From an optimization exercise on the open Yosys and OpenROAD flow, aimed at small area, a short achievable clock period and few clock cycles per item; shortcuts taken in it are not production practice.
At most, simulation tests tie the RTL to the original design; equivalence was not proved.
No functional check of the RTL was part of runs 1 and 2.
Power and IR drop assume default switching activity.

## flow/constraint.sdc

```tcl
create_clock -name core_clock -period 5.5 [get_ports {aclk}]
set_input_delay 1.1000 -clock core_clock [delete_from_list [all_inputs] [get_ports {aclk}]]
set_output_delay 1.1000 -clock core_clock [all_outputs]
set_load 0.01 [all_outputs]
```

## flow/run.sh

```bash
#!/bin/bash
# synth_recipe.tcl (not shown) runs the flow's synth.tcl, then flattens the netlist and writes it again
# the make line also repeats each setting of config.mk as NAME=value (left out here)
make -C /OpenROAD-flow-scripts/flow DESIGN_CONFIG=/design/flow/config.mk WORK_HOME=/design/flow/orfs CLKGATE_MAP_FILE= SYNTH_SCRIPT=/design/flow/synth_recipe.tcl finish
```

## flow/config.mk

```make
export PLATFORM = sky130hd
export DESIGN_NAME = source_token_scanner
export DESIGN_NICKNAME = source_token_scanner
export VERILOG_FILES = /design/flow/design.v
export SDC_FILE = /design/flow/constraint.sdc
export NUM_CORES = 4
export LEC_CHECK = 0
export CAP_MARGIN = 20
export CORE_MARGIN = 2
export CORE_UTILIZATION = 40
export PLACE_DENSITY = 0.6
export SETUP_SLACK_MARGIN = 2.5
export SLEW_MARGIN = 20
```

## flow/design.v

```verilog
package stt_pkg;
    localparam logic [4:0] KIND_EOF    = 5'd0;
    localparam logic [4:0] KIND_IDENT  = 5'd1;
    localparam logic [4:0] KIND_FUNC   = 5'd2;
    localparam logic [4:0] KIND_RETURN = 5'd3;
    localparam logic [4:0] KIND_INT    = 5'd4;
    localparam logic [4:0] KIND_LPAREN = 5'd5;
    localparam logic [4:0] KIND_RPAREN = 5'd6;
    localparam logic [4:0] KIND_COLON  = 5'd7;
    localparam logic [4:0] KIND_COMMA  = 5'd8;
    localparam logic [4:0] KIND_LBRACE = 5'd9;
    localparam logic [4:0] KIND_RBRACE = 5'd10;
    localparam logic [4:0] KIND_PLUS   = 5'd11;
    localparam logic [4:0] KIND_MINUS  = 5'd12;
    localparam logic [4:0] KIND_STAR   = 5'd13;
    localparam logic [4:0] KIND_SLASH  = 5'd14;
    localparam logic [4:0] KIND_ARROW  = 5'd15;
    localparam logic [4:0] KIND_EQEQ   = 5'd16;
endpackage
module source_token_scanner (
    input  logic        aclk,
    input  logic        aresetn,
    input  logic        s_valid,
    output logic        s_ready,
    input  logic [7:0]  s_char_code,
    input  logic        s_end_of_input,
    output logic        m_valid,
    input  logic        m_ready,
    output logic [4:0]  m_token_kind,
    output logic [31:0] m_start_pos,
    output logic [5:0]  m_token_length,
    output logic [30:0] m_int_value,
    output logic        m_leading_space,
    output logic        m_last_result
);
    localparam int PW = 18;
    localparam logic [7:0] CH_NEWLINE = 8'h0A;
    localparam logic [7:0] CH_LPAREN  = 8'h28;
    localparam logic [7:0] CH_RPAREN  = 8'h29;
    localparam logic [7:0] CH_STAR    = 8'h2A;
    localparam logic [7:0] CH_PLUS    = 8'h2B;
    localparam logic [7:0] CH_COMMA   = 8'h2C;
    localparam logic [7:0] CH_MINUS   = 8'h2D;
    localparam logic [7:0] CH_DOT     = 8'h2E;
    localparam logic [7:0] CH_SLASH   = 8'h2F;
    localparam logic [7:0] CH_COLON   = 8'h3A;
    localparam logic [7:0] CH_EQUALS  = 8'h3D;
    localparam logic [7:0] CH_GT      = 8'h3E;
    localparam logic [7:0] CH_LBRACE  = 8'h7B;
    localparam logic [7:0] CH_RBRACE  = 8'h7D;
    localparam logic [3:0] KW_NONE   = 4'd0;
    localparam logic [3:0] KW_F      = 4'd1;    
    localparam logic [3:0] KW_FU     = 4'd2;    
    localparam logic [3:0] KW_FUN    = 4'd3;    
    localparam logic [3:0] KW_FUNC   = 4'd4;    
    localparam logic [3:0] KW_R      = 4'd5;    
    localparam logic [3:0] KW_RE     = 4'd6;    
    localparam logic [3:0] KW_RET    = 4'd7;    
    localparam logic [3:0] KW_RETU   = 4'd8;    
    localparam logic [3:0] KW_RETUR  = 4'd9;    
    localparam logic [3:0] KW_RETURN = 4'd10;   
    localparam logic [3:0] KW_SLASH  = 4'd11;   
    localparam logic [3:0] KW_MINUS  = 4'd12;   
    localparam logic [3:0] KW_EQ     = 4'd13;   
    localparam logic [4:0] CL_OTHER   = 5'd0;
    localparam logic [4:0] CL_SPACE   = 5'd1;    
    localparam logic [4:0] CL_NEWLINE = 5'd2;
    localparam logic [4:0] CL_DOT     = 5'd3;
    localparam logic [4:0] CL_DIGIT   = 5'd4;
    localparam logic [4:0] CL_LPAREN  = 5'd5;
    localparam logic [4:0] CL_RPAREN  = 5'd6;
    localparam logic [4:0] CL_COLON   = 5'd7;
    localparam logic [4:0] CL_COMMA   = 5'd8;
    localparam logic [4:0] CL_LBRACE  = 5'd9;
    localparam logic [4:0] CL_RBRACE  = 5'd10;
    localparam logic [4:0] CL_PLUS    = 5'd11;
    localparam logic [4:0] CL_MINUS   = 5'd12;
    localparam logic [4:0] CL_STAR    = 5'd13;
    localparam logic [4:0] CL_SLASH   = 5'd14;
    localparam logic [4:0] CL_GT      = 5'd15;
    localparam logic [4:0] CL_EQUALS  = 5'd16;
    localparam logic [4:0] CL_F       = 5'd17;
    localparam logic [4:0] CL_R       = 5'd18;
    localparam logic [4:0] CL_U       = 5'd19;
    localparam logic [4:0] CL_N       = 5'd20;
    localparam logic [4:0] CL_C       = 5'd21;
    localparam logic [4:0] CL_E       = 5'd22;
    localparam logic [4:0] CL_T       = 5'd23;
    function automatic logic [4:0] classify(input logic [7:0] ch);
        logic [4:0] cl;
        case (ch)
            8'h09, 8'h0B, 8'h0C, 8'h0D, 8'h20: cl = CL_SPACE;
            CH_NEWLINE: cl = CL_NEWLINE;
            CH_DOT:     cl = CL_DOT;
            8'h30, 8'h31, 8'h32, 8'h33, 8'h34,
            8'h35, 8'h36, 8'h37, 8'h38, 8'h39: cl = CL_DIGIT;
            CH_LPAREN:  cl = CL_LPAREN;
            CH_RPAREN:  cl = CL_RPAREN;
            CH_COLON:   cl = CL_COLON;
            CH_COMMA:   cl = CL_COMMA;
            CH_LBRACE:  cl = CL_LBRACE;
            CH_RBRACE:  cl = CL_RBRACE;
            CH_PLUS:    cl = CL_PLUS;
            CH_MINUS:   cl = CL_MINUS;
            CH_STAR:    cl = CL_STAR;
            CH_SLASH:   cl = CL_SLASH;
            CH_GT:      cl = CL_GT;
            CH_EQUALS:  cl = CL_EQUALS;
            8'h66:      cl = CL_F;
            8'h72:      cl = CL_R;
            8'h75:      cl = CL_U;
            8'h6E:      cl = CL_N;
            8'h63:      cl = CL_C;
            8'h65:      cl = CL_E;
            8'h74:      cl = CL_T;
            default:    cl = CL_OTHER;
        endcase
        classify = cl;
    endfunction
    logic        skv_q;
    logic [4:0]  skc_q;
    logic [3:0]  skn_q;
    logic        ske_q;
    logic        srdy_q;
    logic        h1v_q;
    logic [4:0]  h1c_q;
    logic [3:0]  h1n_q;
    logic        h1e_q;
    logic        h0v_q;
    logic [4:0]  h0_q;
    logic [3:0]  h0n_q;
    logic [PW-1:0] pos_q;
    logic        comment_q;
    logic        space_q;
    logic        in_word_q;
    logic        digits_q;
    logic [3:0]  kw_q;
    logic [PW-1:0] start_q;
    logic [5:0]  len_q;
    logic [30:0] acc_q;
    logic [4:0]  kind_q;
    logic        lead_q;
    logic        last_q;
    logic        pend_q;
    logic        eofp_q;
    assign s_ready         = srdy_q;
    assign m_valid         = pend_q;
    assign m_token_kind    = kind_q;
    assign m_start_pos     = {{(32 - PW){1'b0}}, start_q};
    assign m_token_length  = len_q;
    assign m_int_value     = acc_q;
    assign m_leading_space = lead_q;
    assign m_last_result   = last_q;
    logic       take;
    logic [4:0] in_cl;
    logic [4:0] c;
    logic [4:0] la;
    logic       la_end;
    assign take   = s_valid && srdy_q;
    assign in_cl  = classify(s_char_code);
    assign c      = h0_q;
    assign la     = h1c_q;
    assign la_end = h1e_q;
    logic h0_space;
    logic starts_word;
    logic touch;
    logic go_free;    
    logic go_ready;   
    logic busy;
    logic go;
    logic scan;
    logic ld_word;
    logic ld_first;
    logic eof_load;
    logic h1_load;
    logic skv_n;
    assign h0_space    = c == CL_SPACE || c == CL_NEWLINE;
    assign starts_word = !comment_q && !in_word_q && !h0_space;
    assign touch       = !comment_q && (in_word_q || !h0_space);
    assign go_free     = h1v_q && (la_end ? (!eofp_q && !pend_q)
                                          : (!h0v_q || (!eofp_q && (!starts_word || !pend_q))));
    assign go_ready    = h1v_q && !eofp_q && pend_q && (la_end || (h0v_q && starts_word));
    assign busy        = pend_q && !m_ready;
    assign go          = go_free || (go_ready && m_ready);
    assign scan        = go && h0v_q;
    assign ld_word     = scan && touch;
    assign ld_first    = scan && starts_word;
    assign eof_load    = eofp_q && !busy;
    assign h1_load     = !h1v_q || go;
    assign skv_n       = skv_q ? !go : (take && !h1_load);
    logic        c_digit;
    logic [3:0]  d;
    logic [5:0]  len_n;
    logic [3:0]  kw_n;
    logic        digits_n;
    logic        cmt_start;
    logic        la_gt;
    logic        la_slash;
    logic        ends;
    logic        found;
    logic [4:0]  kind;
    assign c_digit = c == CL_DIGIT;
    assign d       = h0n_q;
    assign len_n   = !in_word_q ? 6'd1 : (len_q == 6'd32) ? 6'd32 : len_q + 6'd1;
    always_comb begin
        kw_n = KW_NONE;
        if (!in_word_q) begin
            case (c)
                CL_F:      kw_n = KW_F;
                CL_R:      kw_n = KW_R;
                CL_SLASH:  kw_n = KW_SLASH;
                CL_MINUS:  kw_n = KW_MINUS;
                CL_EQUALS: kw_n = KW_EQ;
                default:   kw_n = KW_NONE;
            endcase
        end else begin
            case (kw_q)
                KW_F:     if (c == CL_U) kw_n = KW_FU;
                KW_FU:    if (c == CL_N) kw_n = KW_FUN;
                KW_FUN:   if (c == CL_C) kw_n = KW_FUNC;
                KW_R:     if (c == CL_E) kw_n = KW_RE;
                KW_RE:    if (c == CL_T) kw_n = KW_RET;
                KW_RET:   if (c == CL_U) kw_n = KW_RETU;
                KW_RETU:  if (c == CL_R) kw_n = KW_RETUR;
                KW_RETUR: if (c == CL_N) kw_n = KW_RETURN;
                default:  kw_n = KW_NONE;
            endcase
        end
    end
    assign digits_n = (!in_word_q || digits_q) && c_digit;
    logic        acc_keep;
    logic        acc_fresh;
    logic [2:0]  lo_sum;
    logic        hi_cin;
    logic [28:0] hi_sum;
    logic [30:0] prod;
    logic        ovf;
    logic [30:0] acc_n;
    assign acc_keep  = in_word_q && digits_q && c_digit;
    assign acc_fresh = !in_word_q && c_digit;
    assign lo_sum    = {1'b0, acc_q[1:0]} + {1'b0, d[2:1]};
    assign hi_cin    = lo_sum[2] | d[3];
    assign hi_sum    = {acc_q[29:2], 1'b1} + {acc_q[27:0], hi_cin};
    assign prod      = {hi_sum[28:1], lo_sum[1:0], d[0]};
    assign ovf       = acc_q > 31'd214748364 || (acc_q == 31'd214748364 && d >= 4'd8);
    assign acc_n     = acc_keep ? (ovf ? 31'h7FFF_FFFF : prod)
                                : (acc_fresh ? 31'(d) : 31'd0);
    assign cmt_start = in_word_q && kw_q == KW_SLASH && c == CL_SLASH;
    assign la_gt     = !la_end && la == CL_GT;
    assign la_slash  = !la_end && la == CL_SLASH;
    assign ends      = la_end || la == CL_SPACE || la == CL_NEWLINE ||
                       la == CL_COMMA || la == CL_DOT || la == CL_LPAREN ||
                       la == CL_RPAREN || la == CL_LBRACE || la == CL_RBRACE ||
                       la == CL_COLON || la == CL_MINUS;
    always_comb begin
        found = 1'b0;
        kind  = stt_pkg::KIND_IDENT;
        case (c)
            CL_LPAREN, CL_RPAREN, CL_COLON, CL_COMMA,
            CL_LBRACE, CL_RBRACE, CL_PLUS, CL_STAR: found = 1'b1;
            CL_MINUS:  found = !la_gt;
            CL_SLASH:  found = !la_slash;
            CL_GT:     found = in_word_q && kw_q == KW_MINUS;
            CL_EQUALS: found = in_word_q && kw_q == KW_EQ;
            default:   found = 1'b0;
        endcase
        if (found) begin
            kind = c;
        end
        if (!found && ends) begin
            found = 1'b1;
            if (kw_n == KW_FUNC) begin
                kind = stt_pkg::KIND_FUNC;
            end else if (kw_n == KW_RETURN) begin
                kind = stt_pkg::KIND_RETURN;
            end else if (digits_n) begin
                kind = stt_pkg::KIND_INT;
            end else begin
                kind = stt_pkg::KIND_IDENT;
            end
        end
        if (cmt_start) begin
            found = 1'b0;
        end
    end
    logic tok;   
    assign tok = ld_word && found;
    always_ff @(posedge aclk) begin
        if (ld_first || eof_load) begin
            start_q <= pos_q;
        end
        if (eof_load) begin
            len_q   <= 6'd0;
            acc_q   <= 31'd0;
            kind_q  <= stt_pkg::KIND_EOF;
            lead_q  <= 1'b0;
            last_q  <= 1'b1;
        end else if (ld_word) begin
            len_q   <= len_n;
            acc_q   <= acc_n;
            kind_q  <= kind;
            lead_q  <= space_q && digits_n;
            last_q  <= !la_end;
        end
        if (ld_word) begin
            kw_q     <= kw_n;
            digits_q <= digits_n;
        end
        if (go && !la_end) begin
            h0_q  <= la;
            h0n_q <= h1n_q;
        end
        if (h1_load) begin
            h1c_q <= skv_q ? skc_q : in_cl;
            h1n_q <= skv_q ? skn_q : s_char_code[3:0];
            h1e_q <= skv_q ? ske_q : s_end_of_input;
        end
        if (!skv_q) begin
            skc_q <= in_cl;
            skn_q <= s_char_code[3:0];
            ske_q <= s_end_of_input;
        end
    end
    always_ff @(posedge aclk) begin
        if (!aresetn) begin
            skv_q     <= 1'b0;
            srdy_q    <= 1'b1;
            h1v_q     <= 1'b0;
            h0v_q     <= 1'b0;
            pos_q     <= '0;
            comment_q <= 1'b0;
            space_q   <= 1'b0;
            in_word_q <= 1'b0;
            pend_q    <= 1'b0;
            eofp_q    <= 1'b0;
        end else begin
            skv_q  <= skv_n;
            srdy_q <= !skv_n;
            if (h1_load) begin
                h1v_q <= skv_q || take;
            end
            pend_q <= busy || tok || eof_load;
            if (eof_load) begin
                eofp_q <= 1'b0;
                pos_q  <= '0;
            end
            if (scan) begin
                pos_q <= pos_q + PW'(1);
                if (comment_q) begin
                    if (c == CL_NEWLINE) begin
                        comment_q <= 1'b0;
                        space_q   <= 1'b0;
                    end
                end else if (!in_word_q && h0_space) begin
                    space_q <= 1'b1;
                end else if (cmt_start) begin
                    comment_q <= 1'b1;
                    in_word_q <= 1'b0;
                end else if (found) begin
                    space_q   <= 1'b0;
                    in_word_q <= 1'b0;
                end else begin
                    in_word_q <= 1'b1;
                end
            end
            if (go) begin
                if (la_end) begin
                    h0v_q     <= 1'b0;
                    comment_q <= 1'b0;
                    space_q   <= 1'b0;
                    in_word_q <= 1'b0;
                    eofp_q    <= 1'b1;
                end else begin
                    h0v_q <= 1'b1;
                end
            end
        end
    end
endmodule
```

==> flow_summary_export.csv, run 1 <==
group,metric,value,unit
timing,setup_viol,0,
global_route,grt_pass1_vias,5944,
synth,synthCells,876,
floorplan,num_rows,49,
place,portBuffers,76,
synth,netlist.area_leader.share,21.9,%
global_route,antenna_found_initial,0,
synth,synth-seq-cells,123,
clocking,cts_max_level,4,
drt,routedWlPerCell,15.8,um
worst_setup_path,critPathSlowestCell,"edfxtp_1",
drt,drc,0,
worst_setup_path,cpPeakStageDelay,0.39,ns
drt,final_antenna_net_count,0,
clocking,clock-root-buffer,"clkbuf_16",
synth,synth_enable_flop_cells,42,
synth,synth_largest_area_cell,"dfxtp_1",
global_route,grt_pass1_wl,30700,um
worst_setup_path,worst-path-buf-inv,2,
synth,yosys_warnings,1,
drt,routed_wl,18800,um
worst_setup_path,crit_required,5.81,ns
worst_setup_path,crit_fanout,5,
worst_setup_path,path_cells,"ha_4 -> inv_2 -> fa_2 -> nor2b_4 -> fa_2 -> nand2b_4 -> a2111oi_4 -> or2_4 -> o21ai_4 -> a211oi_4 -> buf_6 -> a21oi_2 -> mux2i_1 -> a221o_1",
worst_setup_path,reg2reg_slack,2.41,ns
power_and_ir_drop,clock_power_share,46.5,%
power_and_ir_drop,p_leak,3.53,nW
floorplan,die_x,140,um
power_and_ir_drop,peakVddDrop,0.000183,V
power_and_ir_drop,p_int,0.00167,W
power_and_ir_drop,power.share.combinational,8.0,%
timing,final.setup.worst_slack,2.41,ns
timing,clock_skew,0.0169,ns
cells_and_area,fin_nets,998,
cells_and_area,num_antenna_cells,0,
floorplan,core_area,18100,um^2
synth,synthFlopType,"dfxtp_1",
worst_setup_path,cp.arrival,3.40,ns
synth,avgSynthCellArea,8.45,um^2
cells_and_area,layout_commonest_cell,"nand2_1",
status,status,"timing/DRC/antenna clean",
synth,synth_area,7410,um^2
drt,drt_iter0_markers,402,
power_and_ir_drop,seq_power_share,45.5,%
timing,rsz0062_at_grt,"yes",
floorplan,dieHeight,140,um
power_and_ir_drop,p_sw,0.000546,W
synth,synth_area_leaders,"dfxtp_1, edfxtp_1, ha_1, a21oi_1, nand2_1",
clocking,clock-sinks,123,
place,dp_worst_setup_slack,1.71,ns
clocking,clockBufferDepth,2,
place,dp_hpwl,13600,um
power_and_ir_drop,power_density,244,nW/um^2
timing,hold_viol_final,0,
timing,fmax,0.323,GHz
synth,synthArstFlopShare,0,%
worst_setup_path,path_class,"flip-flop to flip-flop",
worst_hold_path,holdCritPathClass,"flip-flop to flip-flop",
floorplan,initial_core_util,40.9,%
timing,setup_tns,0,ns
drt,drt-pass1-iter-count,7,
cells_and_area,most-common-layout-cells,"nand2_1, a21oi_1, dfxtp_1",
drt,vias,6609,
worst_setup_path,cp-end-kind,"flip-flop",
clocking,clk_pin_slew,0.06,ns
global_route,grt_start_max_net_pins,37,
timing,slew_viol_final,0,
drt,routed_via_density,5.56,
synth,yosys.cell_types.count,80,
synth,yosysSeqAreaShare,38.9,%
worst_setup_path,cp_top_family,"compound AO/OA/AOI/OAI gates",
timing,worst_pin_slew,0.905,ns
worst_setup_path,path_common_cell,"fa_2",
timing,layout_min_cycle_time,3.09,ns
clocking,cts_made_buffers,17,
cells_and_area,layout-drive-gt1-share,9.91,%
floorplan,ioPinCount,91,
place,gp_congestion,0.874,
clocking,cts_tree,"yes",
timing,relSlewSlack,39.6,%
worst_setup_path,start_kind,"flip-flop",
run,maxCapViolCount,0,
floorplan,dieArea,19600,um^2
global_route,grt_overflow,0,
cells_and_area,area_growth,22.8,%
clocking,ctsHoldBuffers,0,
power_and_ir_drop,netSwitchingFraction,24.6,%
global_route,grt_usage,19.4,%
clocking,worst_skew_pair.late_latency,0.43,ns
timing,finalCritPeriodShare,56.3,%
[final timing paths]
path	startpoint	endpoint	cells after the start
max	h0n_q[1]	acc_q[18]	14
min	h1n_q[1]	h0n_q[1]	0
max reg2reg	h0n_q[1]	acc_q[18]	14
min reg2reg	h1n_q[1]	h0n_q[1]	0
[per-layer routing]
layer | track usage, % | share of wire, %
met1 | 27.1 | 50
met5 | 0 | 0
met2 | 30.9 | 46
met4 | 5.16 | 0.61
met3 | 3.76 | 3.9
[metrics by stage]
step | power, W | cell area (um^2) | std cells | hold slack (ns) | utilization (%)
after global placement | 0.00120 | 8330 | 1144 | 0.404 | 46.1
after CTS | 0.00224 | 8990 | 1182 | 0.418 | 49.7
after global routing | 0.00230 | 9100 | 1188 | 0.433 | 50.3
after detailed placement | 0.00120 | 8330 | 1144 | 0.405 | 46.1
final | 0.00222 | 9100 | 1188 | 0.418 | 50.3
after floorplan | 0.00113 | 7520 | 889 | 0.400 | -
[flip-flops by register name, indices dropped and copies added (netlist names), 5 cells and up]
register / flops
len_q: 6
start_q: 18
h0_q: 5
kind_q: 5
skc_q: 5
pos_q: 18
acc_q: 31
h1c_q: 5
[synthesized netlist by cell type, types with 18 or more instances]
library cell  number
o21ai_0           68
a211oi_1          18
clkbuf_1          31
nand3_1           32
dfxtp_1           81
nand2_1           91
edfxtp_1          42
nor2_1            80
a21oi_1           89
nor3_1            19
ha_1              37
inv_1             29
[final cells by class]
class | instances | area [um^2]
fill | 1706 | 8990
inverter | 29 | 109
clock buffer | 17 | 425
multi-input combinational | 682 | 4340
tap | 229 | 287
timing repair buffer | 93 | 917
sequential | 123 | 2890
clock inverter | 15 | 128
[power groups by stage]
stage	clock [W]	sequential, W	combinational [W]
2_1_floorplan	0	0.00102	0.000107
3_3_place_gp	0	0.00103	0.000173
3_5_place_dp	0	0.00103	0.000173
4_1_cts	0.00105	0.00101	0.000177
5_1_grt	0.00109	0.00101	0.000199
6_report	0.00103	0.00101	0.000178
[kinds of logic (layout without fill, tap and decap cells)]
family	after synthesis	count (layout)	synth area share, %
AO/OA/AOI/OAI	268	268	22.4
other	1	14	0.0506
AND/OR/NAND/NOR	325	325	22.1
multiplexers	9	9	1.28
XOR/XNOR	26	26	3.07
adder cells (fa/ha/maj)	40	40	6.93
flip-flops	123	123	38.9
buffers and inverters	84	154	5.20
[what timing repair did]
item	CTS	global route
endpoints found under the setup margin	34	21
buffers inserted	6	6
resized for setup	18	17
pin swaps	14	5
==> run 2: changes to the inputs <==
--- a/flow/design.v
+++ b/flow/design.v
@@ -143,6 +143,8 @@
     logic        last_q;
     logic        pend_q;
     logic        eofp_q;
+    logic        go_free_q;
+    logic        go_ready_q;
     assign s_ready         = srdy_q;
     assign m_valid         = pend_q;
     assign m_token_kind    = kind_q;
@@ -177,9 +179,8 @@
     assign h0_space    = c == CL_SPACE || c == CL_NEWLINE;
     assign starts_word = !comment_q && !in_word_q && !h0_space;
     assign touch       = !comment_q && (in_word_q || !h0_space);
-    assign go_free     = h1v_q && (la_end ? (!eofp_q && !pend_q)
-                                          : (!h0v_q || (!eofp_q && (!starts_word || !pend_q))));
-    assign go_ready    = h1v_q && !eofp_q && pend_q && (la_end || (h0v_q && starts_word));
+    assign go_free     = go_free_q;
+    assign go_ready    = go_ready_q;
     assign busy        = pend_q && !m_ready;
     assign go          = go_free || (go_ready && m_ready);
     assign scan        = go && h0v_q;
@@ -321,58 +322,93 @@
             ske_q <= s_end_of_input;
         end
     end
+    logic       h1v_n;
+    logic       h1e_n;
+    logic       h0v_n;
+    logic [4:0] h0_n;
+    logic       pend_n;
+    logic       eofp_n;
+    logic       comment_n;
+    logic       space_n;
+    logic       in_word_n;
+    logic       starts_word_n;
+    logic       go_free_n;
+    logic       go_ready_n;
+    always_comb begin
+        h1v_n     = h1_load ? (skv_q || take) : h1v_q;
+        h1e_n     = h1_load ? (skv_q ? ske_q : s_end_of_input) : h1e_q;
+        h0v_n     = h0v_q;
+        h0_n      = h0_q;
+        pend_n    = busy || tok || eof_load;
+        eofp_n    = eofp_q && !eof_load;
+        comment_n = comment_q;
+        space_n   = space_q;
+        in_word_n = in_word_q;
+        if (scan) begin
+            if (comment_q) begin
+                if (c == CL_NEWLINE) begin
+                    comment_n = 1'b0;
+                    space_n   = 1'b0;
+                end
+            end else if (!in_word_q && h0_space) begin
+                space_n = 1'b1;
+            end else if (cmt_start) begin
+                comment_n = 1'b1;
+                in_word_n = 1'b0;
+            end else if (found) begin
+                space_n   = 1'b0;
+                in_word_n = 1'b0;
+            end else begin
+                in_word_n = 1'b1;
+            end
+        end
+        if (go) begin
+            if (la_end) begin
+                h0v_n     = 1'b0;
+                comment_n = 1'b0;
+                space_n   = 1'b0;
+                in_word_n = 1'b0;
+                eofp_n    = 1'b1;
+            end else begin
+                h0v_n = 1'b1;
+                h0_n  = la;
+            end
+        end
+        starts_word_n = !comment_n && !in_word_n && h0_n != CL_SPACE && h0_n != CL_NEWLINE;
+        go_free_n  = h1v_n && (h1e_n ? (!eofp_n && !pend_n)
+                                     : (!h0v_n || (!eofp_n && (!starts_word_n || !pend_n))));
+        go_ready_n = h1v_n && !eofp_n && pend_n && (h1e_n || (h0v_n && starts_word_n));
+    end
     always_ff @(posedge aclk) begin
         if (!aresetn) begin
-            skv_q     <= 1'b0;
-            srdy_q    <= 1'b1;
-            h1v_q     <= 1'b0;
-            h0v_q     <= 1'b0;
-            pos_q     <= '0;
-            comment_q <= 1'b0;
-            space_q   <= 1'b0;
-            in_word_q <= 1'b0;
-            pend_q    <= 1'b0;
-            eofp_q    <= 1'b0;
+            skv_q      <= 1'b0;
+            srdy_q     <= 1'b1;
+            h1v_q      <= 1'b0;
+            h0v_q      <= 1'b0;
+            pos_q      <= '0;
+            comment_q  <= 1'b0;
+            space_q    <= 1'b0;
+            in_word_q  <= 1'b0;
+            pend_q     <= 1'b0;
+            eofp_q     <= 1'b0;
+            go_free_q  <= 1'b0;
+            go_ready_q <= 1'b0;
         end else begin
-            skv_q  <= skv_n;
-            srdy_q <= !skv_n;
-            if (h1_load) begin
-                h1v_q <= skv_q || take;
-            end
-            pend_q <= busy || tok || eof_load;
+            skv_q      <= skv_n;
+            srdy_q     <= !skv_n;
+            h1v_q      <= h1v_n;
+            h0v_q      <= h0v_n;
+            comment_q  <= comment_n;
+            space_q    <= space_n;
+            in_word_q  <= in_word_n;
+            pend_q     <= pend_n;
+            eofp_q     <= eofp_n;
+            go_free_q  <= go_free_n;
+            go_ready_q <= go_ready_n;
             if (eof_load) begin
-                eofp_q <= 1'b0;
-                pos_q  <= '0;
-            end
-            if (scan) begin
+                pos_q <= '0;
+            end else if (scan) begin
                 pos_q <= pos_q + PW'(1);
-                if (comment_q) begin
-                    if (c == CL_NEWLINE) begin
-                        comment_q <= 1'b0;
-                        space_q   <= 1'b0;
-                    end
-                end else if (!in_word_q && h0_space) begin
-                    space_q <= 1'b1;
-                end else if (cmt_start) begin
-                    comment_q <= 1'b1;
-                    in_word_q <= 1'b0;
-                end else if (found) begin
-                    space_q   <= 1'b0;
-                    in_word_q <= 1'b0;
-                end else begin
-                    in_word_q <= 1'b1;
-                end
-            end
-            if (go) begin
-                if (la_end) begin
-                    h0v_q     <= 1'b0;
-                    comment_q <= 1'b0;
-                    space_q   <= 1'b0;
-                    in_word_q <= 1'b0;
-                    eofp_q    <= 1'b1;
-                end else begin
-                    h0v_q <= 1'b1;
-                end
             end
         end
     end
--- a/flow/config.mk
+++ b/flow/config.mk
@@ -7,7 +7,7 @@
 export LEC_CHECK = 0
 export CAP_MARGIN = 20
 export CORE_MARGIN = 2
-export CORE_UTILIZATION = 40
-export PLACE_DENSITY = 0.6
+export CORE_UTILIZATION = 60
+export PLACE_DENSITY = 0.75
 export SETUP_SLACK_MARGIN = 2.5
 export SLEW_MARGIN = 20
==> run 2 against run 1 <==
  * Still clean on timing, DRC and antenna
  * Synthesized area fell by 3.3%
  * Utilization rose by 26 points
  * Global-route usage rose by 9.8 points
  * First-iteration DRC count rose by 52%
  * Via count rose by 0.21%
  * Worst setup slack improved by 0.055 ns
  * Clock skew fell by 0.0088 ns
  * Register-to-register slack improved by 0.05 ns
  * Critical path type unchanged
==> flow_summary_export.csv, run 2 <==
group,metric,value,unit
timing,hold_viol_final,0,
synth,synth_common_cells,"nand2_1, dfxtp_1, a21oi_1",
drt,routed_wl,18800,um
floorplan,ioPinCount,91,
global_route,grt_pass1_vias,6203,
cells_and_area,area_growth,23.3,%
synth,synth_area_leaders,"dfxtp_1, edfxtp_1, ha_1, a21oi_1, nand2_1",
timing,fmax,0.329,GHz
power_and_ir_drop,p_leak,3.46,nW
global_route,grt_overflow,0,
power_and_ir_drop,power_density,301,nW/um^2
cells_and_area,largest_reg_flops,31,
floorplan,core_area,11500,um^2
synth,synthCells,829,
synth,yosys_warnings,1,
synth,synthFlopType,"dfxtp_1",
cells_and_area,top_regs,"acc_q x31, pos_q x18, start_q x18",
timing,layout_min_cycle_time,3.04,ns
worst_hold_path,holdCritPathClass,"flip-flop to flip-flop",
worst_setup_path,crit_fanout,3,
drt,routed_via_density,6.24,
worst_setup_path,cp_top_family,"compound AO/OA/AOI/OAI gates",
cells_and_area,num_antenna_cells,0,
synth,netlist.area_leader.share,23.5,%
drt,drt-pass1-iter-count,21,
timing,worst_pin_slew,0.804,ns
synth,synth_largest_area_cell,"dfxtp_1",
status,status,"timing/DRC/antenna clean",
cells_and_area,layout-drive-gt1-share,9.04,%
place,portBuffers,76,
clocking,cts_made_buffers,17,
worst_hold_path,holdPathEnd,"h0n_q[3]",
global_route,grt_pass1_wl,30400,um
synth,yosys.cell_types.count,75,
synth,avgSynthCellArea,8.63,um^2
floorplan,dieHeight,113,um
worst_hold_path,hp-start,"h1n_q[3]",
synth,synth_enable_flop_cells,41,
drt,drc,0,
synth,yosysMostFrequentCell,"nand2_1",
place,gp_congestion,0.984,
timing,relSlewSlack,46.4,%
floorplan,num_rows,39,
timing,setup_viol,0,
clocking,worst_skew_pair.late_latency,0.41,ns
drt,drt_iter0_markers,612,
clocking,cts_max_level,4,
floorplan,initial_core_util,62.2,%
power_and_ir_drop,peakVddDrop,0.000396,V
synth,synth-seq-cells,125,
clocking,clk_pin_slew,0.06,ns
worst_setup_path,cp.arrival,3.33,ns
worst_setup_path,r2r_end,"acc_q[28]",
global_route,antenna_found_initial,0,
cells_and_area,fin_nets,957,
worst_setup_path,start_kind,"flip-flop",
synth,synthArstFlopShare,0,%
global_route,grt_start_max_net_pins,36,
clocking,ctsHoldBuffers,0,
place,dp_hpwl,12800,um
floorplan,die_x,113,um
clocking,cts_tree,"yes",
worst_setup_path,cp-end-kind,"flip-flop",
timing,slew_viol_final,0,
timing,setup_tns,0,ns
worst_setup_path,path_cells,"ha_1 -> inv_1 -> fa_1 -> nor2b_2 -> fa_2 -> nor2b_2 -> o21a_1 -> o31ai_4 -> nand3_2 -> buf_4 -> a211o_1 -> a21oi_1 -> xor2_1 -> a22oi_1",
cells_and_area,most-common-layout-cells,"nand2_1, dfxtp_1, a21oi_1",
timing,clock_skew,0.00811,ns
worst_setup_path,r2r_start,"h0n_q[1]",
worst_setup_path,reg2reg_slack,2.46,ns
worst_setup_path,critPathSlowestCell,"edfxtp_1",
drt,vias,6623,
floorplan,dieArea,12800,um^2
cells_and_area,n_fill_cell,869,
drt,routedWlPerCell,17.7,um
synth,synth_area,7160,um^2
worst_setup_path,rr_worst_depth,14,
power_and_ir_drop,power,0.00265,W
worst_setup_path,path_common_cell,"nor2b_2",
timing,holdWs,0.424,ns
cells_and_area,regMostFlops,"acc_q",
timing,rsz0062_at_grt,"yes",
worst_setup_path,worst-path-buf-inv,2,
run,maxCapViolCount,0,
worst_setup_path,path_class,"flip-flop to flip-flop",
synth,yosysSeqAreaShare,40.7,%
clocking,clockBufferDepth,2,
worst_setup_path,cpPeakStageDelay,0.39,ns
worst_hold_path,whs_path_depth,0,
global_route,grt_usage,29.2,%
timing,finalCritPeriodShare,55.3,%
drt,final_antenna_net_count,0,
cells_and_area,layout_commonest_cell,"nand2_1",
clocking,clock-sinks,125,
clocking,clock-root-buffer,"clkbuf_16",
worst_setup_path,crit_required,5.79,ns
## run 2: cell types whose count changed after synthesis, moves of 5 or more
cell / delta
a21oi_1: -10
o21ai_1: +19
xor2_1: +10
a31oi_1: -5
nand3_1: -14
o21ai_0: -17
nor2b_1: +11
nand2b_1: -9
and2_1: -5
nor2_1: -21
nand2_1: +13
## run 2: area by class of cell
cell class | count | area, um^2 | share of cell area, %
sequential | 125 | 2920 | 33.1
clock buffer | 17 | 425 | 4.82
multi-input combinational | 641 | 4110 | 46.6
clock inverter | 15 | 193 | 2.18
timing repair buffer | 88 | 871 | 9.87
tap | 143 | 179 | 2.03
inverter | 32 | 121 | 1.38
## run 2: power breakdown
part           switching [W]  internal [W]  leakage (nW)
clock               0.000460      0.000694         0.302
sequential         0.0000807       0.00103          1.07
combinational       0.000206      0.000182          2.09
total               0.000746       0.00191          3.46
## run 2: how the worst max path moves through the flow
stage               startpoint        end  slack [ns]  cells after the start
global route          acc_q[0]  acc_q[30]        2.34                     13
floorplan             acc_q[0]  acc_q[30]        2.60                     13
global placement       m_ready  acc_q[28]        1.64                      9
CTS                   h0n_q[1]  acc_q[30]        2.44                     13
detailed placement     m_ready  acc_q[28]        1.54                      9
finish                h0n_q[1]  acc_q[28]        2.46                     14
## run 2: layer usage
layer / share of wire (%) / up-vias / track usage, %
li1: - / 3166 / -
met1: 42 / 3124 / 38.0
met2: 49 / 295 / 49.4
met3: 6.8 / 38 / 5.36
met4: 1.8 / 0 / 9.43
met5: 0 / - / 0
## run 2: what timing repair did
action / in CTS / in global routing
gates resized for setup: 16 / 25
pin swaps: 3 / 5
endpoints found under the setup margin: 67 / 46
setup buffers: 3 / 5
endpoints found under the hold margin: 0 / 0
gates cloned: 0 / 2
## run 2: cells by family after synthesis
group	share of synthesized area [%]
muxes	1.31
other	0.0524
and+or+nand+nor	19.6
xor gates and xnor gates	4.65
buffers and inverters	4.86
adders and majority gates	7.17
AOI/OAI and AO/OA	21.7
DFF	40.7
## run 2: through the flow
step	util, %	instance area [um^2]	setup WS [ns]	std cells
after floorplan	-	7210	2.60	842
after global placement	69.1	7960	1.64	1019
after detailed placement	69.1	7960	1.54	1019
after CTS	75.4	8680	2.44	1054
after global routing	76.6	8820	2.34	1061
final	76.6	8820	2.46	1061
==> run 3: changes to the inputs <==
--- a/flow/design.v
+++ b/flow/design.v
@@ -229,23 +229,41 @@
         end
     end
     assign digits_n = (!in_word_q || digits_q) && c_digit;
-    logic        acc_keep;
-    logic        acc_fresh;
-    logic [2:0]  lo_sum;
-    logic        hi_cin;
-    logic [28:0] hi_sum;
-    logic [30:0] prod;
-    logic        ovf;
-    logic [30:0] acc_n;
+    localparam int AW = 28;
+    logic          acc_keep;
+    logic          acc_fresh;
+    logic [1:0]    lo_sum;
+    logic          lo_cout;
+    logic [AW-1:0] ha;
+    logic [AW-1:0] hb;
+    logic [AW:0]   pg_g [6];
+    logic [AW:0]   pg_p [6];
+    logic [AW-1:0] hi_sum;
+    logic [30:0]   prod;
+    logic          ovf;
     assign acc_keep  = in_word_q && digits_q && c_digit;
     assign acc_fresh = !in_word_q && c_digit;
-    assign lo_sum    = {1'b0, acc_q[1:0]} + {1'b0, d[2:1]};
-    assign hi_cin    = lo_sum[2] | d[3];
-    assign hi_sum    = {acc_q[29:2], 1'b1} + {acc_q[27:0], hi_cin};
-    assign prod      = {hi_sum[28:1], lo_sum[1:0], d[0]};
+    assign lo_sum[0] = acc_q[0] ^ d[1];
+    assign lo_sum[1] = acc_q[1] ^ d[2] ^ (acc_q[0] & d[1]);
+    assign lo_cout   = d[3] | (acc_q[1] & d[2]) | ((acc_q[1] | d[2]) & acc_q[0] & d[1]);
+    assign ha        = acc_q[29:2];
+    assign hb        = acc_q[27:0];
+    assign pg_g[0]   = {ha & hb, lo_cout};
+    assign pg_p[0]   = {ha ^ hb, 1'b0};
+    for (genvar l = 0; l < 5; l++) begin : g_ks
+        for (genvar j = 0; j <= AW; j++) begin : g_pos
+            if (j >= (1 << l)) begin : g_join
+                assign pg_g[l + 1][j] = pg_g[l][j] | (pg_p[l][j] & pg_g[l][j - (1 << l)]);
+                assign pg_p[l + 1][j] = pg_p[l][j] & pg_p[l][j - (1 << l)];
+            end else begin : g_pass
+                assign pg_g[l + 1][j] = pg_g[l][j];
+                assign pg_p[l + 1][j] = pg_p[l][j];
+            end
+        end
+    end
+    assign hi_sum    = pg_p[0][AW:1] ^ pg_g[5][AW-1:0];
+    assign prod      = {hi_sum, lo_sum, d[0]};
     assign ovf       = acc_q > 31'd214748364 || (acc_q == 31'd214748364 && d >= 4'd8);
-    assign acc_n     = acc_keep ? (ovf ? 31'h7FFF_FFFF : prod)
-                                : (acc_fresh ? 31'(d) : 31'd0);
     assign cmt_start = in_word_q && kw_q == KW_SLASH && c == CL_SLASH;
     assign la_gt     = !la_end && la == CL_GT;
     assign la_slash  = !la_end && la == CL_SLASH;
@@ -286,19 +304,31 @@
     end
     logic tok;   
     assign tok = ld_word && found;
+    logic        acc_ld_keep;
+    logic        acc_ld_sat;
+    logic        acc_ld_fresh;
+    logic        acc_hold;
+    logic [30:0] acc_d;
+    assign acc_ld_keep  = ld_word && acc_keep;
+    assign acc_ld_sat   = acc_ld_keep && ovf;
+    assign acc_ld_fresh = ld_word && acc_fresh;
+    assign acc_hold     = !ld_word && !eof_load;
+    assign acc_d        = {31{acc_ld_sat}} | ({31{acc_ld_keep}} & prod) |
+                          ({31{acc_hold}} & acc_q) | ({31{acc_ld_fresh}} & 31'(d));
+    always_ff @(posedge aclk) begin
+        acc_q <= acc_d;
+    end
     always_ff @(posedge aclk) begin
         if (ld_first || eof_load) begin
             start_q <= pos_q;
         end
         if (eof_load) begin
             len_q   <= 6'd0;
-            acc_q   <= 31'd0;
             kind_q  <= stt_pkg::KIND_EOF;
             lead_q  <= 1'b0;
             last_q  <= 1'b1;
         end else if (ld_word) begin
             len_q   <= len_n;
-            acc_q   <= acc_n;
             kind_q  <= kind;
             lead_q  <= space_q && digits_n;
             last_q  <= !la_end;
==> run 3 against run 2 <==
  * Worst hold slack got worse by 0.0021 ns
  * Clock power is essentially flat
  * Flip-flop and latch count unchanged
  * Synthesized cell count is 4.7% lower
  * Largest power group unchanged
==> flow_summary_export.csv, run 3 <==
group,metric,value,unit
floorplan,num_rows,39,
drt,final_antenna_net_count,0,
power_and_ir_drop,p_leak,3.47,nW
drt,drt-pass1-iter-count,26,
drt,drt_iter0_markers,503,
global_route,grt_usage,27.3,%
drt,drc,0,
cells_and_area,most-common-layout-cells,"dfxtp_1, a21oi_1, clkdlybuf4s50_1",
timing,fmax,0.347,GHz
timing,hold_viol_final,0,
global_route,grt_overflow,0,
clocking,cts_made_buffers,17,
cells_and_area,layout-drive-gt1-share,11.3,%
worst_setup_path,start_kind,"input pin",
timing,slew_viol_final,0,
drt,routed_wl,18100,um
clocking,worst_skew_pair.late_latency,0.42,ns
synth,synthCells,790,
clocking,cts_max_level,4,
synth,synthArstFlopShare,0,%
synth,avgSynthCellArea,9.05,um^2
synth,synth_area,7150,um^2
floorplan,core_area,11500,um^2
cells_and_area,num_antenna_cells,0,
synth,synth_enable_flop_cells,41,
worst_setup_path,crit_fanout,5,
cells_and_area,largest_reg_flops,31,
synth,synthFlopType,"dfxtp_1",
worst_setup_path,critPathSlowestCell,"clkdlybuf4s50_1",
drt,routedWlPerCell,17.4,um
floorplan,initial_core_util,62.1,%
cells_and_area,top_regs,"acc_q x31, pos_q x18, start_q x18",
timing,setup_viol,0,
worst_setup_path,cp.arrival,3.22,ns
place,gp_congestion,0.876,
synth,yosysSeqAreaShare,40.7,%
worst_setup_path,path_class,"input pin to flip-flop",
cells_and_area,n_fill_cell,795,
synth,yosys_warnings,3,
timing,rsz0062_at_grt,"yes",
drt,vias,6467,
timing,setup_tns,0,ns
worst_hold_path,whs_path_depth,0,
floorplan,dieArea,12800,um^2
clocking,clock-sinks,125,
power_and_ir_drop,power_density,287,nW/um^2
cells_and_area,layout_commonest_cell,"dfxtp_1",
global_route,grt_pass1_vias,5996,
synth,yosysMostFrequentCell,"dfxtp_1",
floorplan,dieHeight,113,um
cells_and_area,area_growth,23.8,%
run,maxCapViolCount,0,
clocking,clock-root-buffer,"clkbuf_16",
synth,yosys.cell_types.count,85,
worst_setup_path,cp.depth,11,
worst_hold_path,holdCritPathClass,"flip-flop to flip-flop",
place,dp_worst_setup_slack,1.46,ns
worst_setup_path,cp_top_family,"compound AO/OA/AOI/OAI gates",
clocking,clockBufferDepth,2,
worst_setup_path,cpPeakStageDelay,0.51,ns
synth,synth_common_cells,"dfxtp_1, a21oi_1, nand2_1",
worst_setup_path,cp-end-kind,"flip-flop",
clocking,clk_pin_slew,0.06,ns
status,status,"timing/DRC/antenna clean",
place,portBuffers,76,
floorplan,ioPinCount,91,
timing,relSlewSlack,54.5,%
worst_setup_path,crit_required,5.83,ns
timing,finalCritPeriodShare,52.4,%
synth,netlist.area_leader.share,23.5,%
global_route,grt_start_max_net_pins,32,
timing,clock_skew,0.0113,ns
worst_setup_path,worst-path-buf-inv,3,
place,dp_hpwl,11800,um
synth,synth_largest_area_cell,"dfxtp_1",
timing,holdWs,0.422,ns
global_route,grt_pass1_wl,28500,um
global_route,antenna_found_initial,0,
timing,final.setup.worst_slack,2.62,ns
timing,layout_min_cycle_time,2.88,ns
floorplan,die_x,113,um
worst_setup_path,path_cells,"clkdlybuf4s50_1 -> a21o_1 -> nand2_2 -> nor2_4 -> buf_4 -> buf_4 -> a21oi_1 -> a21o_1 -> a31oi_4 -> o21ai_2 -> a221oi_2",
worst_setup_path,rr_worst_depth,14,
synth,synth-seq-cells,125,
drt,routed_via_density,6.24,
power_and_ir_drop,peakVddDrop,0.000273,V
timing,worst_pin_slew,0.681,ns
cells_and_area,regMostFlops,"acc_q",
clocking,cts_tree,"yes",
cells_and_area,fin_nets,934,
synth,synth_area_leaders,"dfxtp_1, edfxtp_1, ha_1, a21oi_1, o21ai_0",
run 3: cell count changes after synthesis, moves of 5 or more:
cell | before | now
and3_1 | 13 | 6
nor3_1 | 20 | 10
nand2_1 | 104 | 65
clkbuf_1 | 29 | 16
xor2_1 | 20 | 26
a211oi_1 | 16 | 3
a221o_1 | 1 | 6
o21ai_0 | 51 | 62
nand3_1 | 18 | 23
nand2b_1 | 7 | 12
o21ai_1 | 21 | 13
run 3: cell type report:
class | count | area (um^2) | share of cell area [%]
Clock buffer | 18 | 439 | 4.96
Clock inverter | 14 | 180 | 2.04
Inverter | 30 | 118 | 1.33
Multi-Input combinational cell | 610 | 4080 | 46.1
Sequential cell | 125 | 2910 | 32.9
Tap cell | 143 | 179 | 2.02
Timing Repair Buffer | 97 | 937 | 10.6
run 3: cell families after synthesis:
| kind of cell | after synthesis | synth area share (%) |
|---|---|---|
| and+or+nand+nor | 252 | 18.0 |
| AOI/OAI and AO/OA | 244 | 21.9 |
| DFF | 125 | 40.7 |
| buffers and inverters | 72 | 5.02 |
| xor gates and xnor gates | 43 | 5.27 |
| adders and majority gates | 41 | 7.25 |
| muxes | 12 | 1.77 |
| other | 1 | 0.0525 |
run 3: metrics by stage:
stage	instances	area [um^2]	util [%]	power [W]
after floorplan	803	7200	-	0.00126
after global placement	981	7910	68.6	0.00136
after detailed placement	981	7910	68.6	0.00137
after CTS	1018	8630	74.9	0.00253
after global routing	1037	8850	76.8	0.00263
final	1037	8850	76.8	0.00254
run 3: final timing paths:
path            start   endpoint  slack (ns)
max reg2reg  h0n_q[2]  acc_q[18]        2.62
min          h1n_q[0]   h0n_q[0]        0.42
min reg2reg  h1n_q[0]   h0n_q[0]        0.42
max           m_ready  go_free_q        2.62
run 3: metal layers:
metal | part of all wire [%] | global-route usage (%) | wire, um | vias up
met5 | 0 | 0 | 0 | -
met1 | 42 | 34.0 | 7560 | 3091
met4 | 2.0 | 10.2 | 367 | 0
met3 | 5.6 | 5.30 | 1010 | 47
met2 | 51 | 47.2 | 9120 | 250
li1 | - | - | - | 3079
run 3: repair_timing:
action                                  4_1_cts  5_1_grt
endpoints found under the setup margin       51       57
hold buffers                                  0        0
pin swaps                                     3        7
resized for setup                            12       22
cloned                                        1        3
buffers inserted                              4       16
run 3: worst register-to-register path, stage by stage, from the launching register on:
cell	delay (ns)
edfxtp_1	0.40
inv_1	0.08
ha_1	0.13
and3b_2	0.24
nor3_2	0.16
fa_2	0.25
nor2b_2	0.05
o31a_1	0.34
o21ai_4	0.23
a21oi_4	0.12
buf_4	0.17
a21o_1	0.17
a21oi_1	0.17
xor2_1	0.20
o21ai_0	0.09
run 3: power breakdown:
| part | total (W) | switching (W) | internal (W) |
|---|---|---|---|
| Clock | 0.00116 | 0.000428 | 0.000733 |
| Combinational | 0.000304 | 0.000164 | 0.000140 |
| Sequential | 0.00108 | 0.0000551 | 0.00102 |
| Total | 0.00254 | 0.000647 | 0.00190 |
Testbench counts of run 3, summed over its fixed seeds: cycles 32,736, items 32,325.
==> run 4: changes to the inputs <==
==> flow/flow/run.sh (new file) <==
#!/bin/bash
# The standard layout, with buf_2 cells as the port buffers in place of the
# default delay-buffer cells. Every tool's output goes to a log file here.
set -euo pipefail
export BUFFER_PORTS_ARGS="-buffer_cell sky130_fd_sc_hd__buf_2"
bash standard.sh > standard_flow.log 2>&1
==> flow/standard.sh (new file) <==
#!/bin/bash
# synth_recipe.tcl (not shown) runs the flow's synth.tcl, then flattens the netlist and writes it again
# the make line also repeats each setting of config.mk as NAME=value (left out here)
make -C /OpenROAD-flow-scripts/flow DESIGN_CONFIG=/design/flow/config.mk WORK_HOME=/design/flow/orfs CLKGATE_MAP_FILE= SYNTH_SCRIPT=/design/flow/synth_recipe.tcl "${@:-finish}"
--- a/flow/config.mk
+++ b/flow/config.mk
@@ -7,7 +7,7 @@
 export LEC_CHECK = 0
 export CAP_MARGIN = 20
 export CORE_MARGIN = 2
-export CORE_UTILIZATION = 60
-export PLACE_DENSITY = 0.75
-export SETUP_SLACK_MARGIN = 2.5
+export CORE_UTILIZATION = 45
+export PLACE_DENSITY = 0.65
+export SETUP_SLACK_MARGIN = 2.9
 export SLEW_MARGIN = 20
removed: flow/run.sh
==> run 4 against run 3 <==
  * Still clean
  * Flip-flop and latch count is the same
  * Cell count grew 7.1%
  * Cell area shrank 1.9%
  * Combinational power shrank 14%
  * Critical path type is now flip-flop to flip-flop
  * Sequential share of layout area grew 0.67 points
  * Global-route usage shrank 7.5 points
==> flow_summary_export.csv, run 4 <==
group,metric,value,unit
status,status,"timing/DRC/antenna clean",
cells_and_area,most-common-layout-cells,"dfxtp_1, buf_2, a21oi_1",
global_route,grt_overflow,0,
drt,final_antenna_net_count,0,
power_and_ir_drop,p_leak,3.58,nW
drt,wl_met3,797,um
clocking,clk_pin_slew,0.06,ns
cells_and_area,top_regs,"acc_q x31, pos_q x18, start_q x18",
floorplan,initial_core_util,45.5,%
clocking,ctsHoldBuffers,0,
place,dp_hpwl,11600,um
place,dpl_cell_area,7650,um^2
drt,met1_length,7890,um
timing,layout_min_cycle_time,2.74,ns
cells_and_area,area_growth,21.4,%
worst_setup_path,path_class,"flip-flop to flip-flop",
global_route,grt_pass1_vias,5572,
place,placedCellCount,1055,
timing,setup_tns,0,ns
synth,yosysSeqAreaShare,40.7,%
synth,synthFlopType,"dfxtp_1",
synth,synth_enable_flop_cells,41,
global_route,grt_usage,19.8,%
worst_setup_path,reg2reg_slack,2.76,ns
worst_setup_path,cp.arrival,3.05,ns
clocking,worst_skew_pair.late_latency,0.43,ns
drt,top_layer_used,"met4",
timing,rsz0062_at_grt,"yes",
drt,vias,6232,
place,portBuffers,76,
synth,synth_area_leaders,"dfxtp_1, edfxtp_1, ha_1, a21oi_1, o21ai_0",
global_route,antenna_found_initial,0,
floorplan,dieHeight,130,um
drt,drc,0,
cells_and_area,layout-drive-gt1-share,21.7,%
floorplan,dieArea,16900,um^2
synth,synth_common_cells,"dfxtp_1, a21oi_1, nand2_1",
timing,relSlewSlack,41.4,%
worst_setup_path,crit_required,5.81,ns
worst_setup_path,worst-path-buf-inv,1,
timing,finalCritPeriodShare,49.8,%
synth,synthArstFlopShare,0,%
synth,synth_area,7150,um^2
cells_and_area,num_antenna_cells,0,
worst_setup_path,path_cells,"inv_2 -> ha_4 -> and3b_2 -> nor3_4 -> fa_2 -> nor2b_4 -> o31a_1 -> o21ai_2 -> a21oi_4 -> a221o_1 -> a21oi_2 -> xor2_1 -> o21ai_1",
global_route,grt_start_max_net_pins,32,
cells_and_area,seqCellArea,2920,um^2
timing,worst_pin_slew,0.876,ns
floorplan,num_rows,46,
cells_and_area,regMostFlops,"acc_q",
worst_setup_path,crit_fanout,4,
power_and_ir_drop,power,0.00248,W
floorplan,core_area,15700,um^2
cells_and_area,multiInputGateArea,4190,um^2
run,maxCapViolCount,0,
clocking,cts_made_buffers,17,
cells_and_area,instances_no_fill,1111,
power_and_ir_drop,power_density,286,nW/um^2
clocking,clock-root-buffer,"clkbuf_16",
drt,routed_wl,17200,um
cells_and_area,largest_reg_flops,31,
drt,routedWlPerCell,15.5,um
worst_setup_path,cp_top_family,"compound AO/OA/AOI/OAI gates",
clocking,clock-sinks,125,
place,gp_congestion,0.848,
floorplan,die_x,130,um
cells_and_area,fin_nets,935,
worst_hold_path,holdCritPathClass,"flip-flop to flip-flop",
synth,yosysMostFrequentCell,"dfxtp_1",
synth,yosys_warnings,3,
timing,setup_viol,0,
drt,drt_iter0_markers,404,
timing,slew_viol_final,0,
clocking,cts_max_level,4,
clocking,cts_tree,"yes",
synth,synthCells,790,
worst_setup_path,start_kind,"flip-flop",
cells_and_area,n_fill_cell,1462,
cells_and_area,fin_util,55.2,%
clocking,clockBufferDepth,2,
power_and_ir_drop,peakVddDrop,0.000251,V
global_route,grt_pass1_wl,26800,um
worst_setup_path,cp-end-kind,"flip-flop",
timing,fmax,0.365,GHz
drt,routed_via_density,5.61,
timing,hold_viol_final,0,
cells_and_area,fin_area,8680,um^2
synth,synth-seq-cells,125,
synth,synth_largest_area_cell,"dfxtp_1",
timing,clock_skew,0.00799,ns
synth,avgSynthCellArea,9.05,um^2
drt,wl_met2,8310,um
worst_setup_path,cpPeakStageDelay,0.39,ns
drt,drt-pass1-iter-count,4,
synth,yosys.cell_types.count,85,
floorplan,ioPinCount,91,
worst_setup_path,critPathSlowestCell,"edfxtp_1",
cells_and_area,layout_commonest_cell,"dfxtp_1",
synth,netlist.area_leader.share,23.5,%
-- run 4: cell counts after synthesis --
No cell type changed its count.
-- run 4: metal layers --
| metal | up-vias | track usage (%) |
|---|---|---|
| met2 | 155 | 32.0 |
| met5 | - | 0 |
| met4 | 0 | 5.63 |
| met3 | 15 | 5.08 |
| met1 | 2976 | 26.3 |
| li1 | 3086 | - |
-- run 4: kinds of logic after synthesis --
family	Yosys count	share of synthesized area, %
AOI/OAI and AO/OA	244	21.9
muxes	12	1.77
xor gates and xnor gates	43	5.27
other	1	0.0525
and+or+nand+nor	252	18.0
adders and majority gates	41	7.25
buffers and inverters	72	5.02
DFF	125	40.7
-- run 4: through the flow --
stage               hold slack, ns  setup WS [ns]
finish                       0.418           2.76
floorplan                    0.400           2.93
CTS                          0.420           2.76
global placement             0.404           1.99
detailed placement           0.407           1.91
global route                 0.437           2.63
-- run 4: final cells by class --
type / count / area share, %
multi-input combinational: 609 / 48.3
sequential: 125 / 33.6
timing repair buffer: 99 / 6.69
clock buffer: 18 / 4.94
tap: 216 / 3.11
clock inverter: 14 / 2.02
inverter: 30 / 1.36
-- run 4: repair_timing --
item / CTS / global route
pin swaps: 6 / 24
resized for setup: 18 / 39
endpoints found under the setup margin: 32 / 54
setup buffers: 9 / 12
cloned: 0 / 3
-- run 4: path summary, 6_finish.rpt --
path / start / endpoint / depth (start not counted)
worst max-delay path: h0n_q[2] / acc_q[22] / 13
worst min-delay path: h1n_q[1] / h0n_q[1] / 0
worst min register to register: h1n_q[1] / h0n_q[1] / 0
worst max register to register: h0n_q[2] / acc_q[22] / 13
-- run 4: report_power, final --
group	total, W	switching [W]	internal [W]
sequential	0.00107	0.0000489	0.00102
clock	0.00115	0.000399	0.000749
combinational	0.000262	0.000158	0.000104
total	0.00248	0.000606	0.00188
==> run 5: changes to the inputs <==
--- a/flow/config.mk
+++ b/flow/config.mk
@@ -9,5 +9,5 @@
 export CORE_MARGIN = 2
 export CORE_UTILIZATION = 45
 export PLACE_DENSITY = 0.65
-export SETUP_SLACK_MARGIN = 2.9
+export SETUP_SLACK_MARGIN = 2.5
 export SLEW_MARGIN = 20
==> run 5 against run 4 <==
  * Critical endpoint is now acc_q[29]
  * Cell area shrank 3.8%
  * Worst hold slack gained 0.0012 ns
  * Sequential power is essentially flat
  * Synthesized area is the same
  * First-iteration DRC count is the same
  * Combinational power shrank 6%
  * Non-clock buffer count shrank 20
  * Sequential share of layout area grew 1.3 points
  * Still clean on timing, DRC and antenna
  * Synthesized cell count is the same
  * Count of clock-buffer cells in the layout grew 6
  * Routed wire length shrank 7.6%
  * Flip-flop and latch count is the same
==> flow_summary_export.csv, run 5 <==
group,metric,value,unit
status,status,"timing/DRC/antenna clean",
clocking,clk_pin_slew,0.05,ns
worst_setup_path,path_class,"input pin to flip-flop",
place,dpl_cell_area,7620,um^2
drt,routed_wl,15900,um
synth,synth_area_leaders,"dfxtp_1, edfxtp_1, ha_1, a21oi_1, o21ai_0",
power_and_ir_drop,p_int,0.00198,W
power_and_ir_drop,clock_power_share,48.8,%
synth,synthFlopType,"dfxtp_1",
drt,routedWlPerCell,14.6,um
power_and_ir_drop,netSwitchingFraction,23.1,%
synth,synthCells,790,
timing,worst_pin_slew,0.962,ns
worst_hold_path,holdPathEnd,"h0n_q[1]",
cells_and_area,n_fill_cell,1459,
synth,synth_enable_flop_cells,41,
worst_setup_path,crit_fanout,31,
worst_setup_path,rr_worst_depth,13,
cells_and_area,area_growth,16.8,%
clocking,clock-sinks,125,
worst_setup_path,critPathSlowestCell,"o311a_2",
synth,yosys.cell_types.count,85,
synth,yosysMostFrequentCell,"dfxtp_1",
synth,synth_area,7150,um^2
clocking,worst_skew_pair.late_latency,0.42,ns
floorplan,dieHeight,130,um
clocking,clock-root-buffer,"clkbuf_16",
cells_and_area,fin_nets,912,
timing,final.setup.worst_slack,2.69,ns
place,dp_hpwl,11500,um
global_route,grt_pass1_wl,26500,um
synth,synth_largest_area_cell,"dfxtp_1",
floorplan,core_area,15700,um^2
worst_setup_path,reg2reg_slack,2.70,ns
drt,routed_via_density,5.51,
floorplan,die_x,130,um
synth,synth-seq-cells,125,
drt,met1_length,7460,um
worst_setup_path,cp_top_family,"compound AO/OA/AOI/OAI gates",
synth,yosys_warnings,3,
synth,yosysSeqAreaShare,40.7,%
cells_and_area,num_antenna_cells,0,
cells_and_area,top_regs,"acc_q x31, pos_q x18, start_q x18",
cells_and_area,fin_area,8350,um^2
drt,vias,5997,
drt,wl_met2,7700,um
worst_setup_path,r2r_start,"acc_q[1]",
worst_setup_path,cpPeakStageDelay,0.62,ns
timing,hold_viol_final,0,
floorplan,ioPinCount,91,
clocking,clockBufferDepth,2,
worst_setup_path,worst-path-buf-inv,2,
timing,fmax,0.356,GHz
global_route,grt_pass1_vias,5460,
worst_hold_path,hp-start,"h1n_q[1]",
cells_and_area,regMostFlops,"acc_q",
timing,rsz0062_at_grt,"no",
clocking,ctsHoldBuffers,0,
worst_setup_path,crit_required,5.84,ns
place,portBuffers,76,
synth,netlist.area_leader.share,23.5,%
worst_setup_path,cp.arrival,3.14,ns
drt,wl_met3,546,um
timing,clock_skew,0.00930,ns
worst_setup_path,path_cells,"buf_2 -> a21o_1 -> nand2_1 -> nor2_4 -> nand2_1 -> nor3_2 -> buf_4 -> o311a_2 -> a221oi_1 -> o211ai_1",
floorplan,dieArea,16900,um^2
timing,finalCritPeriodShare,51.1,%
worst_setup_path,path_common_cell,"nand2_1",
place,dp_worst_setup_slack,1.84,ns
drt,drt-pass1-iter-count,6,
run,maxCapViolCount,0,
power_and_ir_drop,p_leak,3.43,nW
power_and_ir_drop,peakVddDrop,0.000292,V
worst_setup_path,cp-end-kind,"flip-flop",
worst_setup_path,crit_path_start,"m_ready",
drt,top_layer_used,"met4",
timing,slew_viol_final,0,
clocking,cts_max_level,4,
cells_and_area,most-common-layout-cells,"dfxtp_1, buf_2, a21oi_1",
floorplan,initial_core_util,45.5,%
cells_and_area,largest_reg_flops,31,
timing,layout_min_cycle_time,2.81,ns
synth,synth_common_cells,"dfxtp_1, a21oi_1, nand2_1",
cells_and_area,layout_commonest_cell,"dfxtp_1",
power_and_ir_drop,p_sw,0.000594,W
power_and_ir_drop,power.share.combinational,9.6,%
drt,drc,0,
worst_setup_path,r2r_end,"acc_q[26]",
power_and_ir_drop,seq_power_share,41.7,%
drt,final_antenna_net_count,0,
timing,setup_tns,0,ns
worst_setup_path,start_kind,"input pin",
global_route,grt_overflow,0,
drt,drt_iter0_markers,404,
synth,synthArstFlopShare,0,%
place,gp_congestion,0.855,
global_route,antenna_found_initial,0,
clocking,cts_made_buffers,17,
synth,avgSynthCellArea,9.05,um^2
timing,relSlewSlack,35.9,%
power_and_ir_drop,power_density,308,nW/um^2
global_route,grt_start_max_net_pins,32,
worst_hold_path,holdCritPathClass,"flip-flop to flip-flop",
worst_hold_path,whs_path_depth,0,
global_route,grt_usage,19.3,%
clocking,cts_tree,"yes",
cells_and_area,fin_util,53.1,%
timing,setup_viol,0,
cells_and_area,layout-drive-gt1-share,16.3,%
floorplan,num_rows,46,
## run 5: changes by cell type in the layout (fill, tap and decap cells not counted), sizes merged
cell	delta
or3	-1
clkbuf	+6
clkinv	-5
o311a	-2
clkinvlp	-1
buf	-20
## run 5: cells by family after synthesis
group	after synthesis	synth area share, %
AND/OR/NAND/NOR	252	18.0
XOR/XNOR	43	5.27
flip-flops	125	40.7
multiplexers	12	1.77
adder cells (fa/ha/maj)	41	7.25
other	1	0.0525
AO/OA/AOI/OAI	244	21.9
buffers and inverters	72	5.02
## run 5: worst max path at each step
stage	endpoint	slack, ns	cells past startpoint
final	acc_q[29]	2.69	10
after global routing	acc_q[22]	2.48	13
after CTS	acc_q[26]	2.50	13
after detailed placement	acc_q[29]	1.84	10
after global placement	acc_q[29]	1.87	10
after floorplan	acc_q[26]	2.65	13
## run 5: cell type report
cell class | count | area, um^2 | area share [%]
Clock buffer | 24 | 534 | 6.40
Clock inverter | 8 | 148 | 1.77
Inverter | 30 | 114 | 1.36
Multi-Input combinational cell | 606 | 3970 | 47.5
Sequential cell | 125 | 2910 | 34.9
Tap cell | 216 | 270 | 3.24
Timing Repair Buffer | 79 | 403 | 4.83
## run 5: through the flow
stage	power (W)	hold slack [ns]	std cells
global route	0.00267	0.428	1088
global placement	0.00133	0.402	1055
detailed placement	0.00134	0.408	1055
CTS	0.00260	0.421	1088
floorplan	0.00126	0.400	803
finish	0.00257	0.419	1088
## run 5: power by group through the flow
stage	Clock, W	Sequential (W)	Combinational [W]
finish	0.00126	0.00107	0.000246
global route	0.00132	0.00108	0.000276
CTS	0.00128	0.00107	0.000248
detailed placement	0	0.00109	0.000246
global placement	0	0.00109	0.000243
floorplan	0	0.00109	0.000173
## run 5: repair_timing
action                                  4_1_cts  5_1_grt
gates resized for setup                       2        9
endpoints found under the setup margin       31       31
pin swaps                                     1        2
buffers inserted                              1        0
## run 5: worst register-to-register path: stages (launching register included)
cell     delay (ns)
dfxtp_2        0.37
inv_1          0.06
ha_1           0.18
and3b_1        0.28
nor3_2         0.06
fa_2           0.35
nor2b_1        0.15
o31a_1         0.23
o21ai_2        0.10
a21oi_2        0.26
a21oi_1        0.16
o21ai_1        0.18
mux2i_1        0.20
o21ai_1        0.07
## run 5: routing by layer
| metal | vias to the layer above | global-route usage [%] |
|---|---|---|
| met5 | - | 0 |
| met4 | 0 | 5.31 |
| met3 | 15 | 3.90 |
| met2 | 110 | 31.6 |
| met1 | 2856 | 26.1 |
| li1 | 3016 | - |

-- port drivers added, routing unchanged --
Ports are ideal in the flow. The routed layouts listed here were re-timed in OpenROAD. Step 1 sets driving cells, clkbuf_16 on the clock port and buf_2 on the other inputs (assumed; they add their load-dependent delay and slew). Step 2, shift: input delay + t, output delay - t, t = (earliest + latest rising clock arrival at the registers) / 2. This alone moves slack from input paths to output paths. Three values: no drivers, after step 1, after step 2; two values: the first two.
run | shift t [ns] | setup slack, ns | slew at the worst register clock pin (ns)
run 1 | 0.459 | 2.406 / 2.406 / 2.024 | 0.06 / 0.06
run 2 | 0.446 | 2.461 / 2.461 / 2.192 | 0.06 / 0.06
run 3 | 0.454 | 2.619 / 2.619 / 2.183 | 0.06 / 0.06
run 4 | 0.465 | 2.759 / 2.759 / 2.556 | 0.06 / 0.06
run 5 | 0.449 | 2.692 / 2.704 / 2.258 | 0.06 / 0.06
After both steps setup and hold are still met in every run listed. The setup slack of run 3, which loses most, moves by 0.000 ns with the drivers and by -0.436 ns with both steps.
